Context: an optimization exercise on an open-source flow, tuned for small area, a short achievable clock period and few clock cycles per item. The choices shown serve that exercise and are no tape-out recipe.
For this run, only the layout was checked, not whether the RTL still works.

==> flow/flow/run.sh <==
#!/bin/bash
# Own layout flow: the standard ORFS flow, with the port buffers that
# placement inserts on every input and output made plain buf_2 cells instead
# of the delay buffers the standard choice picks. Every tool's output goes to
# a log file of its own here (ORFS's per-step logs stay under orfs/logs).
set -euo pipefail
export BUFFER_PORTS_ARGS="-buffer_cell sky130_fd_sc_hd__buf_2"
bash standard.sh synth > synth.log 2>&1
bash standard.sh > layout.log 2>&1
==> flow/standard.sh <==
#!/bin/bash
# synth_recipe.tcl (not shown) runs the flow's synth.tcl, then flattens the netlist and writes it again
# the make line also repeats each setting of config.mk as NAME=value (left out here)
make -C /OpenROAD-flow-scripts/flow DESIGN_CONFIG=/design/flow/config.mk WORK_HOME=/design/flow/orfs CLKGATE_MAP_FILE= SYNTH_SCRIPT=/design/flow/synth_recipe.tcl "${@:-finish}"
==> flow/config.mk <==
export PLATFORM = sky130hd
export DESIGN_NAME = systolic_mm_top
export DESIGN_NICKNAME = systolic_mm_top
export VERILOG_FILES = /design/flow/design.v
export SDC_FILE = /design/flow/constraint.sdc
export NUM_CORES = 4
export LEC_CHECK = 0
export CAP_MARGIN = 20
export CORE_MARGIN = 2
export CORE_UTILIZATION = 75
export SETUP_SLACK_MARGIN = 3
export SLEW_MARGIN = 20
==> flow/constraint.sdc <==
create_clock -name core_clock -period 7.0 [get_ports {clk}]
set_input_delay 1.4000 -clock core_clock [delete_from_list [all_inputs] [get_ports {clk}]]
set_output_delay 1.4000 -clock core_clock [all_outputs]
set_load 0.01 [all_outputs]
==> flow/design.v <==
package systolic_pkg;
   typedef enum logic [1:0] {
      IDLE  = 2'd0,
      LOAD  = 2'd1,
      DRAIN = 2'd2,
      DONE  = 2'd3
   } state_e;
   function automatic integer clog2(input integer value);
      clog2 = $clog2(value);
   endfunction
   function automatic integer acc_width(input integer data_width, input integer size);
      acc_width = (2 * data_width) + $clog2(size);
   endfunction
endpackage
module systolic_pe_acc (
   input  logic [7:0]  a,
   input  logic [3:0]  one,
   input  logic [3:0]  two,
   input  logic [3:0]  neg,
   input  logic        first,
   input  logic [17:0] acc,
   input  logic [2:0]  cy,
   output logic [17:0] sum,
   output logic [2:0]  cy_out
);
   logic pp0_0, pp0_1, pp0_2, pp0_3, pp0_4, pp0_5, pp0_6, pp0_7, pp0_8, nc0, pp1_0, pp1_1, pp1_2, pp1_3, pp1_4, pp1_5, pp1_6, pp1_7, pp1_8, nc1, pp2_0, pp2_1, pp2_2, pp2_3, pp2_4, pp2_5, pp2_6, pp2_7, pp2_8, nc2, pp3_0, pp3_1, pp3_2, pp3_3, pp3_4, pp3_5, pp3_6, pp3_7, pp3_8, nc3, s1, c2, s3, c4, s5, c6, s7, c8, s9, c10, s11, c12, s13, c14, s15, c16, s17, c18, s19, c20, s21, c22, s23, c24, s25, c26, s27, c28, s29, c30, s31, c32, s33, c34, s35, c36, s37, c38, s39, c40, s41, c42, s43, c44, s45, c46, s47, c48, s49, c50, s51, c52, s53, c54, s55, c56, s57, c58, s59, c60, s61, c62, s63, c64, s65, c66, s67, c68;
   logic [17:0] acc_in;
   logic [2:0]  cy_in;
   assign acc_in = first ? 18'd175104 : acc;
   assign cy_in  = first ? 3'd0 : cy;
   assign pp0_0 = one[0] & a[0];
   assign pp0_1 = ((one[0] & a[1]) | (two[0] & a[0])) ^ neg[0];
   assign pp0_2 = ((one[0] & a[2]) | (two[0] & a[1])) ^ neg[0];
   assign pp0_3 = ((one[0] & a[3]) | (two[0] & a[2])) ^ neg[0];
   assign pp0_4 = ((one[0] & a[4]) | (two[0] & a[3])) ^ neg[0];
   assign pp0_5 = ((one[0] & a[5]) | (two[0] & a[4])) ^ neg[0];
   assign pp0_6 = ((one[0] & a[6]) | (two[0] & a[5])) ^ neg[0];
   assign pp0_7 = ((one[0] & a[7]) | (two[0] & a[6])) ^ neg[0];
   assign pp0_8 = ~(((one[0] & a[7]) | (two[0] & a[7])) ^ neg[0]);
   assign nc0 = neg[0] & ~pp0_0;
   assign pp1_0 = one[1] & a[0];
   assign pp1_1 = ((one[1] & a[1]) | (two[1] & a[0])) ^ neg[1];
   assign pp1_2 = ((one[1] & a[2]) | (two[1] & a[1])) ^ neg[1];
   assign pp1_3 = ((one[1] & a[3]) | (two[1] & a[2])) ^ neg[1];
   assign pp1_4 = ((one[1] & a[4]) | (two[1] & a[3])) ^ neg[1];
   assign pp1_5 = ((one[1] & a[5]) | (two[1] & a[4])) ^ neg[1];
   assign pp1_6 = ((one[1] & a[6]) | (two[1] & a[5])) ^ neg[1];
   assign pp1_7 = ((one[1] & a[7]) | (two[1] & a[6])) ^ neg[1];
   assign pp1_8 = ~(((one[1] & a[7]) | (two[1] & a[7])) ^ neg[1]);
   assign nc1 = neg[1] & ~pp1_0;
   assign pp2_0 = one[2] & a[0];
   assign pp2_1 = ((one[2] & a[1]) | (two[2] & a[0])) ^ neg[2];
   assign pp2_2 = ((one[2] & a[2]) | (two[2] & a[1])) ^ neg[2];
   assign pp2_3 = ((one[2] & a[3]) | (two[2] & a[2])) ^ neg[2];
   assign pp2_4 = ((one[2] & a[4]) | (two[2] & a[3])) ^ neg[2];
   assign pp2_5 = ((one[2] & a[5]) | (two[2] & a[4])) ^ neg[2];
   assign pp2_6 = ((one[2] & a[6]) | (two[2] & a[5])) ^ neg[2];
   assign pp2_7 = ((one[2] & a[7]) | (two[2] & a[6])) ^ neg[2];
   assign pp2_8 = ~(((one[2] & a[7]) | (two[2] & a[7])) ^ neg[2]);
   assign nc2 = neg[2] & ~pp2_0;
   assign pp3_0 = one[3] & a[0];
   assign pp3_1 = ((one[3] & a[1]) | (two[3] & a[0])) ^ neg[3];
   assign pp3_2 = ((one[3] & a[2]) | (two[3] & a[1])) ^ neg[3];
   assign pp3_3 = ((one[3] & a[3]) | (two[3] & a[2])) ^ neg[3];
   assign pp3_4 = ((one[3] & a[4]) | (two[3] & a[3])) ^ neg[3];
   assign pp3_5 = ((one[3] & a[5]) | (two[3] & a[4])) ^ neg[3];
   assign pp3_6 = ((one[3] & a[6]) | (two[3] & a[5])) ^ neg[3];
   assign pp3_7 = ((one[3] & a[7]) | (two[3] & a[6])) ^ neg[3];
   assign pp3_8 = ~(((one[3] & a[7]) | (two[3] & a[7])) ^ neg[3]);
   assign nc3 = neg[3] & ~pp3_0;
   assign s1 = acc_in[5] ^ pp0_5;
   assign c2 = acc_in[5] & pp0_5;
   assign s3 = acc_in[6] ^ pp0_6 ^ pp1_4;
   assign c4 = (acc_in[6] & pp0_6) | (acc_in[6] & pp1_4) | (pp0_6 & pp1_4);
   assign s5 = acc_in[7] ^ pp0_7 ^ pp1_5;
   assign c6 = (acc_in[7] & pp0_7) | (acc_in[7] & pp1_5) | (pp0_7 & pp1_5);
   assign s7 = pp2_3 ^ pp3_1;
   assign c8 = pp2_3 & pp3_1;
   assign s9 = acc_in[8] ^ cy_in[0] ^ pp0_8;
   assign c10 = (acc_in[8] & cy_in[0]) | (acc_in[8] & pp0_8) | (cy_in[0] & pp0_8);
   assign s11 = pp1_6 ^ pp2_4 ^ pp3_2;
   assign c12 = (pp1_6 & pp2_4) | (pp1_6 & pp3_2) | (pp2_4 & pp3_2);
   assign s13 = acc_in[9] ^ pp1_7 ^ pp2_5;
   assign c14 = (acc_in[9] & pp1_7) | (acc_in[9] & pp2_5) | (pp1_7 & pp2_5);
   assign s15 = acc_in[10] ^ pp1_8;
   assign c16 = acc_in[10] & pp1_8;
   assign s17 = acc_in[11] ^ cy_in[1];
   assign c18 = acc_in[11] & cy_in[1];
   assign s19 = acc_in[3] ^ pp0_3;
   assign c20 = acc_in[3] & pp0_3;
   assign s21 = acc_in[4] ^ pp0_4 ^ pp1_2;
   assign c22 = (acc_in[4] & pp0_4) | (acc_in[4] & pp1_2) | (pp0_4 & pp1_2);
   assign s23 = s1 ^ pp1_3 ^ pp2_1;
   assign c24 = (s1 & pp1_3) | (s1 & pp2_1) | (pp1_3 & pp2_1);
   assign s25 = c2 ^ s3 ^ pp2_2;
   assign c26 = (c2 & s3) | (c2 & pp2_2) | (s3 & pp2_2);
   assign s27 = c4 ^ s5 ^ s7;
   assign c28 = (c4 & s5) | (c4 & s7) | (s5 & s7);
   assign s29 = c6 ^ c8 ^ s9;
   assign c30 = (c6 & c8) | (c6 & s9) | (c8 & s9);
   assign s31 = c10 ^ c12 ^ s13;
   assign c32 = (c10 & c12) | (c10 & s13) | (c12 & s13);
   assign s33 = c14 ^ s15 ^ pp2_6;
   assign c34 = (c14 & s15) | (c14 & pp2_6) | (s15 & pp2_6);
   assign s35 = c16 ^ s17 ^ pp2_7;
   assign c36 = (c16 & s17) | (c16 & pp2_7) | (s17 & pp2_7);
   assign s37 = c18 ^ acc_in[12] ^ pp2_8;
   assign c38 = (c18 & acc_in[12]) | (c18 & pp2_8) | (acc_in[12] & pp2_8);
   assign s39 = acc_in[13] ^ cy_in[2];
   assign c40 = acc_in[13] & cy_in[2];
   assign s41 = acc_in[1] ^ pp0_1;
   assign c42 = acc_in[1] & pp0_1;
   assign s43 = acc_in[2] ^ pp0_2 ^ pp1_0;
   assign c44 = (acc_in[2] & pp0_2) | (acc_in[2] & pp1_0) | (pp0_2 & pp1_0);
   assign s45 = s19 ^ pp1_1 ^ nc1;
   assign c46 = (s19 & pp1_1) | (s19 & nc1) | (pp1_1 & nc1);
   assign s47 = c20 ^ s21 ^ pp2_0;
   assign c48 = (c20 & s21) | (c20 & pp2_0) | (s21 & pp2_0);
   assign s49 = c22 ^ s23 ^ nc2;
   assign c50 = (c22 & s23) | (c22 & nc2) | (s23 & nc2);
   assign s51 = c24 ^ s25 ^ pp3_0;
   assign c52 = (c24 & s25) | (c24 & pp3_0) | (s25 & pp3_0);
   assign s53 = c26 ^ s27 ^ nc3;
   assign c54 = (c26 & s27) | (c26 & nc3) | (s27 & nc3);
   assign s55 = c28 ^ s29 ^ s11;
   assign c56 = (c28 & s29) | (c28 & s11) | (s29 & s11);
   assign s57 = c30 ^ s31 ^ pp3_3;
   assign c58 = (c30 & s31) | (c30 & pp3_3) | (s31 & pp3_3);
   assign s59 = c32 ^ s33 ^ pp3_4;
   assign c60 = (c32 & s33) | (c32 & pp3_4) | (s33 & pp3_4);
   assign s61 = c34 ^ s35 ^ pp3_5;
   assign c62 = (c34 & s35) | (c34 & pp3_5) | (s35 & pp3_5);
   assign s63 = c36 ^ s37 ^ pp3_6;
   assign c64 = (c36 & s37) | (c36 & pp3_6) | (s37 & pp3_6);
   assign s65 = c38 ^ s39 ^ pp3_7;
   assign c66 = (c38 & s39) | (c38 & pp3_7) | (s39 & pp3_7);
   assign s67 = c40 ^ acc_in[14] ^ pp3_8;
   assign c68 = (c40 & acc_in[14]) | (c40 & pp3_8) | (acc_in[14] & pp3_8);
   assign {cy_out[0], sum[7:0]} = 9'({c52, c50, c48, c46, c44, c42, s41, acc_in[0]}) + 9'({s53, s51, s49, s47, s45, s43, nc0, pp0_0});
   assign {cy_out[1], sum[10:8]} = 4'({c58, c56, c54}) + 4'({s59, s57, s55});
   assign {cy_out[2], sum[12:11]} = 3'({c62, c60}) + 3'({s63, s61});
   assign sum[17:13] = {acc_in[17], acc_in[16], c68, c66, c64} + {1'b0, 1'b0, acc_in[15], s67, s65};
endmodule
module systolic_mm_engine (
   input  logic         clk,
   input  logic         rst,
   input  logic         in_valid,
   output logic         in_ready,
   input  logic [31:0]  a_col,
   input  logic [31:0]  b_row,
   output logic         out_valid,
   input  logic         out_ready,
   output logic [287:0] c,
   output logic         busy
);
   logic [1:0]   kcnt_q;       
   logic         v1_q;         
   logic         first1_q;     
   logic         last1_q;      
   logic         ov_q;         
   logic [31:0]  a1_q;
   logic [287:0] acc_q;
   logic stall, accept, fire;
   assign stall    = v1_q & ov_q & ~out_ready;
   assign in_ready = ~stall;
   assign accept   = in_valid & ~stall;
   assign fire     = v1_q & ~stall;
   always_ff @(posedge clk or negedge rst) begin
      if (!rst) begin
         kcnt_q   <= 2'd0;
         v1_q     <= 1'b0;
         first1_q <= 1'b0;
         last1_q  <= 1'b0;
         ov_q     <= 1'b0;
      end else begin
         if (accept) kcnt_q <= kcnt_q + 2'd1;
         if (!stall) begin
            v1_q     <= accept;
            first1_q <= (kcnt_q == 2'd0);
            last1_q  <= (kcnt_q == 2'd3);
         end
         if (fire && last1_q) ov_q <= 1'b1;
         else if (out_ready)  ov_q <= 1'b0;
      end
   end
   logic [47:0] bd_s;     
   logic [47:0] bd1_q;
   for (genvar j = 0; j < 4; j++) begin : g_enc
      logic [8:0] bx;
      assign bx = {b_row[j*8 +: 8], 1'b0};
      for (genvar k = 0; k < 4; k++) begin : g_dig
         assign bd_s[(j*4+k)*3 + 2] = bx[2*k+2];
         assign bd_s[(j*4+k)*3 + 0] = bx[2*k+1] ^ bx[2*k];
         assign bd_s[(j*4+k)*3 + 1] = (bx[2*k+2] & ~bx[2*k+1] & ~bx[2*k]) |
                                      (~bx[2*k+2] & bx[2*k+1] & bx[2*k]);
      end
   end
   always_ff @(posedge clk) begin
      if (!stall) begin
         a1_q  <= a_col;
         bd1_q <= bd_s;
      end
   end
   logic [3:0] one_s [4];
   logic [3:0] two_s [4];
   logic [3:0] neg_s [4];
   for (genvar j = 0; j < 4; j++) begin : g_dig1
      for (genvar k = 0; k < 4; k++) begin : g_k
         assign one_s[j][k] = bd1_q[(j*4+k)*3 + 0];
         assign two_s[j][k] = bd1_q[(j*4+k)*3 + 1];
         assign neg_s[j][k] = bd1_q[(j*4+k)*3 + 2];
      end
   end
   for (genvar i = 0; i < 4; i++) begin : g_row
      for (genvar j = 0; j < 4; j++) begin : g_col
         localparam int IDX = (i*4 + j) * 18;
         logic [17:0] sum;
         logic [2:0]  cy_q, cy_out;
         systolic_pe_acc u_pe (
            .a      (a1_q[i*8 +: 8]),
            .one    (one_s[j]),
            .two    (two_s[j]),
            .neg    (neg_s[j]),
            .first  (first1_q),
            .acc    (acc_q[IDX +: 18]),
            .cy     (cy_q),
            .sum    (sum),
            .cy_out (cy_out)
         );
         always_ff @(posedge clk) begin
            if (fire) begin
               acc_q[IDX +: 18] <= sum;
               cy_q             <= cy_out;
            end
         end
         assign c[IDX +: 18] = acc_q[IDX +: 18] + {4'd0, cy_q[2], 1'd0, cy_q[1], 2'd0, cy_q[0], 8'd0};
      end
   end
   assign out_valid = ov_q;
   assign busy      = v1_q | ov_q | (kcnt_q != 2'd0);
endmodule
module systolic_mm_top (
   input  logic         clk,
   input  logic         rst,
   input  logic         in_valid,
   output logic         in_ready,
   input  logic [31:0]  a_col,
   input  logic [31:0]  b_row,
   output logic         out_valid,
   input  logic         out_ready,
   output logic [287:0] c,
   output logic         busy
);
   systolic_mm_engine u_engine (
      .clk       (clk),
      .rst       (rst),
      .in_valid  (in_valid),
      .in_ready  (in_ready),
      .a_col     (a_col),
      .b_row     (b_row),
      .out_valid (out_valid),
      .out_ready (out_ready),
      .c         (c),
      .busy      (busy)
   );
endmodule
==> summary.md <==
| Metric | Value |
|---|---|
| Crit-path slowest cell | `edfxtp_1` |
| Total Routed Length | `roughly 130000 microns` |
| Final setup viols | `0` |
| DR WL/cell | `around 23 microns` |
| Ordered cell list for the critical path | `ha_1 -> a41oi_1 -> nor2_2 -> o21a_1 -> nand3_1 -> xnor2_2 -> buf_2` |
| Initial DRC Count | `4207` |
| Initial antenna violation count | `4` |
| Gr usage total | `0.394` |
| Largest net degree at the start of global routing | `152` |
| CTS buffer count | `52` |
| Total negative setup slack | `0 ps` |
| Layout cells sized above 1 | `0.145` |
| Cells after DPL | `5612` |
| Share of the synthesized area in the top cell type | `0.253` |
| I/O pins | `between 300 and 400` |
| Tightest Pin Transition | `978 ps` |
| Main synth FF type | `edfxtp_1` |
| Skew-Pair Late Insertion Delay | `620 ps` |
| Largest cells by area after synthesis | `edfxtp_1 25%, fa_1 20%, ha_1 11%` |
| Drt drc | `0` |
| WS Path Type | `flip-flop to primary output` |
| CTS tree | `yes` |
| Hold_buf cts | `0` |
| Slew margin rel. | `0.348` |
| Min Clock Period, post-route | `4020 ps` |
| Drt pass-1 iters | `6` |
| Die width | `261 microns` |
| Cell Count, Final, Fillers Out | `5776` |
| Family with the most delay on the worst path | `flip-flops` |
| Most frequent cells in the layout | `540 x inv_1, 496 x fa_1, 469 x xnor2_1, 446 x a22oi_1, 416 x edfxtp_1` |
| CP bufs+invs | `1` |
| Biggest area consumer among synthesized cells | `edfxtp_1` |
| Port Buffers | `358` |
| Via Count | `roughly 36k` |
| Post-synth EDFFs | `416` |
| Die Area | `a little under 70000 sq um` |
| First-pass GRT wire length | `206000 microns` |
| Tightest Hold Check Type | `flip-flop to flip-flop` |
| CTS Root Cell | `clkbuf_16` |
| Crit start category | `flip-flop` |
| Pins over their slew limit | `0` |
| H-Tree Level Count | `2` |
| Antenna Nets Post-Route | `0` |
| Cell count after synthesis | `4733` |
| Vert. Die Dim | `261 microns` |
| Status | `timing/DRC/antenna clean` |
| Fin. Hold Viols | `0` |
| Overflow after GRT | `0` |
| Post-synthesis cell type count | `45` |
| Worst path max stage delay | `410 ps` |
| Crit path capture type | `primary output` |
| CP required | `5600 ps` |
| Register area share after synthesis | `0.256` |
| Hold slack | `between 400 and 500 ps` |
| Largest fanout on the critical path | `3` |
| Net Count, Synth | `~5.7k` |
| CP arrival | `~2600 ps` |
| Commonest non-fill, non-tap cell in the layout | `inv_1` |
| FFs w/ async S/R, synth | `0.0142` |
| Clock slew at reported path FFs | `~60 ps` |
| Vias per cell | `6.30` |
| Post-synthesis cell area | `slightly below 50000 sq um` |
| Seq cells post-synth | `422` |
| Synth warn | `7` |
| # clock sinks | `422` |
| Dpl hpwl | `slightly below 90000 microns` |
| Fin nets | `5852` |
| Highest clock rate | `0.249 GHz` |
| Vias in the first global route | `between 30k and 40k` |
| Max cap viols | `0` |
| Core ar. | `around 66000 sq um` |
| Unrepaired setup endpoints after global routing | `yes` |
| Final GP Congestion | `0.912` |
| Mean Syn Cell Area | `10.4 sq um` |
| Final period utilization | `0.574` |
| Final Skew | `23.0 ps` |
| CTS Buffer Depth | `3` |
| Syn-to-layout area delta | `8.03%` |
| Cell Rows | `94` |
| Starting density of the core | `0.754` |
==> registers in the layout, summed over array words and instances, names as in the netlist <==
| register | count |
|---|---|
| u_engine.kcnt_q | 2 |
| u_engine.a1_q | 32 |
| u_engine.g_row.g_col.cy_q | 48 |
| u_engine.ov_q | 1 |
| u_engine.first1_q | 1 |
| u_engine.acc_q | 288 |
| u_engine.last1_q | 1 |
| u_engine.v1_q | 1 |
| u_engine.bd1_q | 48 |
==> metrics by stage <==
stage / utilization / setup WS, ps / cell area, sq um
3_3_place_gp: 0.776 / 2660 / 50800
2_1_floorplan: - / 2200 / 49400
4_1_cts: 0.809 / 3010 / 53000
6_report: 0.815 / 2980 / 53400
3_5_place_dp: 0.776 / 2630 / 50800
5_1_grt: 0.815 / 2930 / 53400
==> layout make-up <==
cell class | count | area (sq um)
Clock inverter | 39 | 375
Sequential cell | 422 | 12600
Antenna cell | 1 | 2.50
Fill cell | 4138 | 12100
Clock buffer | 56 | 1340
Tap cell | 864 | 1080
Multi-Input combinational cell | 3334 | 32700
Inverter | 540 | 2030
Timing Repair Buffer | 520 | 3230
==> tightest hold or removal path, stage by stage, from the launching register on <==
cell     delay (ps)
dfrtp_1         340
nand2_1          50
nand2_1          50
==> cell usage after synthesis, drive strengths merged, types with 6 or more instances <==
library cell  count
nand3b           13
o21bai           14
o41ai            10
nand4            20
a21o             81
a21oi            83
nand2            82
clkbuf          214
xor2            340
fa              496
buf             223
nor2b           298
a31oi            24
o211ai           14
o21ai            97
xnor2           471
or2              67
o21a              8
and2             67
dfrtp             6
a41o             11
ha              418
a22oi           448
edfxtp          416
nand2b           80
a31o             17
nand3            53
nor3             19
inv             540
nor2             77
==> routing by layer <==
layer | vias to the layer above | global-route usage | routed length, microns
met4 | 6 | 0.169 | 6430
met3 | 387 | 0.0923 | 16700
met1 | 17800 | 0.543 | 50900
li1 | 16000 | - | -
met2 | 2213 | 0.602 | 59700
met5 | - | 0 | 35
==> what timing repair did <==
| action | in CTS | in global routing |
|---|---|---|
| setup buffers | 51 | 15 |
| cloned | 0 | 2 |
| pin swaps | 1 | 2 |
| setup endpoints to repair | 109 | 54 |
| resized for setup | 9 | 26 |
==> cells by family after synthesis <==
kind of cell	Yosys count	share of synthesized area
AO/OA/AOI/OAI	820	0.117
XOR/XNOR	811	0.144
adder cells (fa/ha/maj)	914	0.307
buffers and inverters	977	0.0859
flip-flops	422	0.256
multiplexers	3	0.000684
AND/OR/NAND/NOR	786	0.0902
==> final timing paths <==
check | start | to | slack (ps) | cells past startpoint
max in group asynchronous | rst | u_engine.first1_q | 6220 | 1
min in group asynchronous | rst | u_engine.first1_q | 610 | 1
worst max register to register | u_engine.bd1_q[37] | u_engine.acc_q[136] | 3050 | 12
worst min-delay path | u_engine.last1_q | u_engine.ov_q | 470 | 2
worst max-delay path | u_engine.acc_q[83] | c[89] | 2980 | 7
worst min register to register | u_engine.last1_q | u_engine.ov_q | 470 | 2

[afterwards: timing with drivers on the ports]
The results above use ideal ports. As a check the final layout listed here was re-extracted and re-timed, cells and wires unchanged. Step 1 (the two cells are an assumption about what drives the block):
set clk [get_ports {clk}]
set_driving_cell -lib_cell sky130_fd_sc_hd__clkbuf_16 $clk
set_driving_cell -lib_cell sky130_fd_sc_hd__buf_2 [delete_from_list [all_inputs] $clk]
Step 2 moves the port delays by t, midway between the first and last clock arrival at a register: inputs arrive t later, outputs are due t later. That takes back most of the time a late clock gives input paths. Slacks: no drivers / after step 1 / after step 2; pairs: no drivers / after step 1.
t (ns): 0.679
setup WS [ns]: 2.985 / 2.916 / 3.048
hold WS [ns]: 0.475 / 0.475 / 0.475
pins driven straight from the clock port: 1
After both steps setup and hold are still met in this run. For this run, drivers alone change the setup slack by -0.069 ns; drivers and shift together by +0.063 ns.
